Background: an optimization exercise with open tools, aiming at small area and a short achievable clock period. Do not read the settings as production practice.

Setup of run a:
Design mdu_ctrl, start of the top module:
module mdu_ctrl #(
  parameter int unsigned MULT_CYCLES = mdu_pkg::MULT_CYCLES_DEF,
  parameter int unsigned DIV_CYCLES  = mdu_pkg::DIV_CYCLES_DEF
) (
  input  logic        clk,
  input  logic        reset,
  input  logic        start,
  input  logic [2:0]  op,
  input  logic [31:0] rs_val,
  input  logic [31:0] rt_val,
  input  logic        md_req,
  output logic        busy,
  output logic        stall,
  output logic [31:0] hi,
  output logic [31:0] lo,
  output logic [31:0] mdu_out
);
==> module mdu_ctrl, before the edit <==
module mdu_ctrl #(
  parameter int unsigned MULT_CYCLES = mdu_pkg::MULT_CYCLES_DEF,
  parameter int unsigned DIV_CYCLES  = mdu_pkg::DIV_CYCLES_DEF
) (
  input  logic        clk,
  input  logic        reset,
  input  logic        start,
  input  logic [2:0]  op,
  input  logic [31:0] rs_val,
  input  logic [31:0] rt_val,
  input  logic        md_req,
  output logic        busy,
  output logic        stall,
  output logic [31:0] hi,
  output logic [31:0] lo,
  output logic [31:0] mdu_out
);
  localparam logic [3:0] MUL_LOAD = 4'(MULT_CYCLES - 1);
  localparam logic [3:0] DIV_LOAD = 4'(DIV_CYCLES - 1);
  logic [3:0]  cnt;
  logic        mdiv;     
  logic        aflag;    
  logic        yprev;    
  logic [32:0] bm;       
  logic [32:0] ahi;      
  logic [31:0] alo;      
  logic first;           
  logic last;            
  logic mul_step;        
  logic div_step;        
  logic div_fix;         
  logic negq;
  logic abs_rs;          
  logic [34:0] x    [1:4];
  logic [34:0] s    [1:4];
  logic        one  [1:4];
  logic        two  [1:4];
  logic        inv  [1:4];
  logic        cin  [1:4];
  logic        dlink[1:3];    
  logic [3:0]  q;
  logic        m1;            
  logic [34:0] x1_raw;
  assign first    = busy & (cnt == (mdiv ? DIV_LOAD : MUL_LOAD));
  assign last     = busy & (cnt == 4'd0);
  assign mul_step = busy & ~mdiv & (cnt != 4'd0);
  assign div_step = busy & mdiv & (cnt > 4'd1);
  assign div_fix  = busy & mdiv & (cnt == 4'd1);
  assign negq     = aflag ^ bm[32];
  assign abs_rs   = (op == mdu_pkg::OP_DIV) & rs_val[31];
  assign stall   = md_req & (busy | (start & mdu_pkg::op_is_multi(op)));
  assign mdu_out = (op == mdu_pkg::OP_MFHI) ? hi : lo;
  always_comb begin
    for (int k = 1; k <= 4; k++) begin
      logic b2, b1, b0, sub;
      b2 = alo[2*k-1];
      b1 = alo[2*k-2];
      b0 = (k == 1) ? yprev : alo[2*k-3];
      if (k == 1) sub = first | ~ahi[32];
      else        sub = ~s[k-1][34];
      one[k] = 1'b0;
      two[k] = 1'b0;
      inv[k] = 1'b0;
      if (mul_step) begin
        one[k] = b1 ^ b0;
        two[k] = (b2 & ~b1 & ~b0) | (~b2 & b1 & b0);
        inv[k] = b2 & ~(b1 & b0);
      end else if (div_step) begin
        one[k] = 1'b1;
        inv[k] = sub ^ bm[32];
      end else if (div_fix && k == 4) begin
        one[k] = ahi[32];
        inv[k] = ahi[32] & bm[32];
      end else if (busy && !mdiv && k == 1) begin
        one[k] = aflag;
      end
      cin[k] = inv[k];
      if (k < 4) dlink[k] = mdiv & ~(div_fix & (k == 3));
    end
    m1 = mdiv & last & aflag;
  end
  always_comb begin
    logic [32:0] h;
    h = first ? 33'd0 : ahi;
    if (div_step) x1_raw = {h[32], h[32:0], alo[31]};
    else               x1_raw = {{2{h[32]}}, h};
  end
  assign x[1] = x1_raw ^ {35{m1}};
  for (genvar k = 1; k <= 4; k++) begin : g_step
    mdu_step u_step (
      .x   (x[k]),
      .m   (bm),
      .one (one[k]),
      .two (two[k]),
      .inv (inv[k]),
      .cin ((k == 1) ? (cin[1] | m1) : cin[k]),
      .s   (s[k])
    );
    assign q[4-k] = ~s[k][34];
    if (k < 4) begin : g_link
      assign x[k+1] = dlink[k] ? {s[k][33:0], alo[31-k]}
                               : {{2{s[k][34]}}, s[k][34:2]};
    end
  end
  always_ff @(posedge clk) begin
    if (!busy) begin
      bm    <= {~op[0] & rt_val[31], rt_val};
      yprev <= 1'b0;
      mdiv  <= op[1];
      aflag <= rs_val[31] & (op[1] ^ op[0]);
      cnt   <= op[1] ? DIV_LOAD : MUL_LOAD;
    end else begin
      cnt   <= cnt - 4'd1;
      yprev <= alo[7];
    end
  end
  always_ff @(posedge clk) begin
    if (mul_step)      alo <= {s[4][1:0], s[3][1:0], s[2][1:0], s[1][1:0], alo[31:8]};
    else if (div_step) alo <= {alo[27:0], q};
    else               alo <= neg_out;
  end
  always_ff @(posedge clk) begin
    ahi <= mdiv ? s[4][32:0] : s[4][34:2];
  end
  logic [31:0] neg_in;
  logic        neg_en;
  logic [31:0] neg_out;
  assign neg_in = busy ? alo : rs_val;
  assign neg_en = busy ? (div_fix & negq) : abs_rs;
  always_comb begin
    logic any;
    any = 1'b0;
    for (int i = 0; i < 32; i++) begin
      neg_out[i] = neg_in[i] ^ (neg_en & any);
      any = any | neg_in[i];
    end
  end
  always_ff @(posedge clk or negedge reset) begin
    if (!reset) begin
      busy <= 1'b0;
      hi   <= '0;
      lo   <= '0;
    end else if (!busy) begin
      if (start & ~op[2]) busy <= 1'b1;
      if (start & (op == mdu_pkg::OP_MTHI)) hi <= neg_out;
      if (start & (op == mdu_pkg::OP_MTLO)) lo <= neg_out;
    end else if (last) begin
      busy <= 1'b0;
      if (!mdiv || (bm[31:0] != 32'd0)) begin
        hi <= s[1][31:0];
        lo <= neg_out;
      end
    end
  end
endmodule
==> flow/config.mk <==
export PLATFORM = sky130hd
export DESIGN_NAME = mdu_ctrl
export DESIGN_NICKNAME = mdu_ctrl
export VERILOG_FILES = /design/flow/design.v
export SDC_FILE = /design/flow/constraint.sdc
export NUM_CORES = 4
export LEC_CHECK = 0
export ABC_AREA = 1
export CAP_MARGIN = 20
export CORE_MARGIN = 2
export CORE_UTILIZATION = 40
export SLEW_MARGIN = 20
==> flow/constraint.sdc <==
create_clock -name core_clock -period 105.0 [get_ports {clk}]
set_input_delay 21.0000 -clock core_clock [delete_from_list [all_inputs] [get_ports {clk}]]
set_output_delay 21.0000 -clock core_clock [all_outputs]
set_load 0.01 [all_outputs]
standard.sh (not shown) runs the stock make flow with config.mk's settings and CLKGATE_MAP_FILE= SYNTH_SCRIPT=/design/flow/synth_recipe.tcl, a recipe that flattens the netlist after the stock synthesis.
==> flow/flow/run.sh <==
#!/bin/bash
# The standard ORFS layout (the standard.sh), except that the port
# buffers are sky130_fd_sc_hd__buf_1 cells instead of buffer_ports' default
# pick. The make output goes to flow_make.log here; ORFS keeps each step's
# log under orfs/logs/.
set -euo pipefail
export BUFFER_PORTS_ARGS="-buffer_cell sky130_fd_sc_hd__buf_1"
bash standard.sh > flow_make.log 2>&1
Run a went all the way through synthesis, placement and routing and the layout is clean on timing, DRC and antenna.
--- input diff run a..run b ---
--- a/flow/design.v
+++ b/flow/design.v
@@ -164,4 +164,5 @@
     if (!busy) begin
       bm    <= {~op[0] & rt_val[31], rt_val};
+      alo   <= neg_out;
       yprev <= 1'b0;
       mdiv  <= op[1];
@@ -169,12 +170,12 @@
       cnt   <= op[1] ? DIV_LOAD : MUL_LOAD;
     end else begin
-      cnt   <= cnt - 4'd1;
-      yprev <= alo[7];
-    end
-  end
-  always_ff @(posedge clk) begin
-    if (mul_step)      alo <= {s[4][1:0], s[3][1:0], s[2][1:0], s[1][1:0], alo[31:8]};
-    else if (div_step) alo <= {alo[27:0], q};
-    else               alo <= neg_out;
+      cnt <= cnt - 4'd1;
+      if (mdiv) begin
+        if (div_step) alo <= {alo[27:0], q};
+      end else begin
+        alo   <= {s[4][1:0], s[3][1:0], s[2][1:0], s[1][1:0], alo[31:8]};
+        yprev <= alo[7];
+      end
+    end
   end
   always_ff @(posedge clk) begin
@@ -185,5 +186,5 @@
   logic [31:0] neg_out;
   assign neg_in = busy ? alo : rs_val;
-  assign neg_en = busy ? (div_fix & negq) : abs_rs;
+  assign neg_en = busy ? (mdiv & negq) : abs_rs;
   always_comb begin
     logic any;
Notes after the runs:
- Run b: count of clock-buffer cells in the layout 2 above run a
- Run a -> run b: largest net degree at the start of global routing decreased by more than a quarter
- First-pass GRT wire length | run b above run a
- Run b vs run a — final routed wirelength across all metal layers rose 0.47%.
- Changes observed in run b relative to run a: starting utilization of the core area essentially unchanged, met1 track demand over resource in global routing essentially unchanged.
- Total negative setup slack came out exactly the same in run a and run b.
No functional check of the RTL was part of any run of this note.

==> separate check: timing with driven ports <==
Ports are ideal in the flow. The routed layouts listed here were re-timed in OpenROAD.
Step 1, drivers: a clkbuf_16 drives clk and a buf_2 each remaining input, both assumed.
Step 2 times the ports against the registers' clock, not the clock port: input delays grow and output delays shrink by t, the midpoint of the rising clock arrivals with the driver on.
a / b / c = no drivers / after step 1 / after step 2; a / b = the first two.
run | t, ns | setup WS [ns] | worst setup path at the end
run a | 0.568 | 61.257 / 61.236 / 61.236 | input to output
run b | 0.524 | 61.615 / 61.591 / 61.591 | input to output
After both steps every run listed still meets setup and hold. The setup slack of run b, which loses most, moves by -0.024 ns with the drivers and by -0.024 ns with both steps.
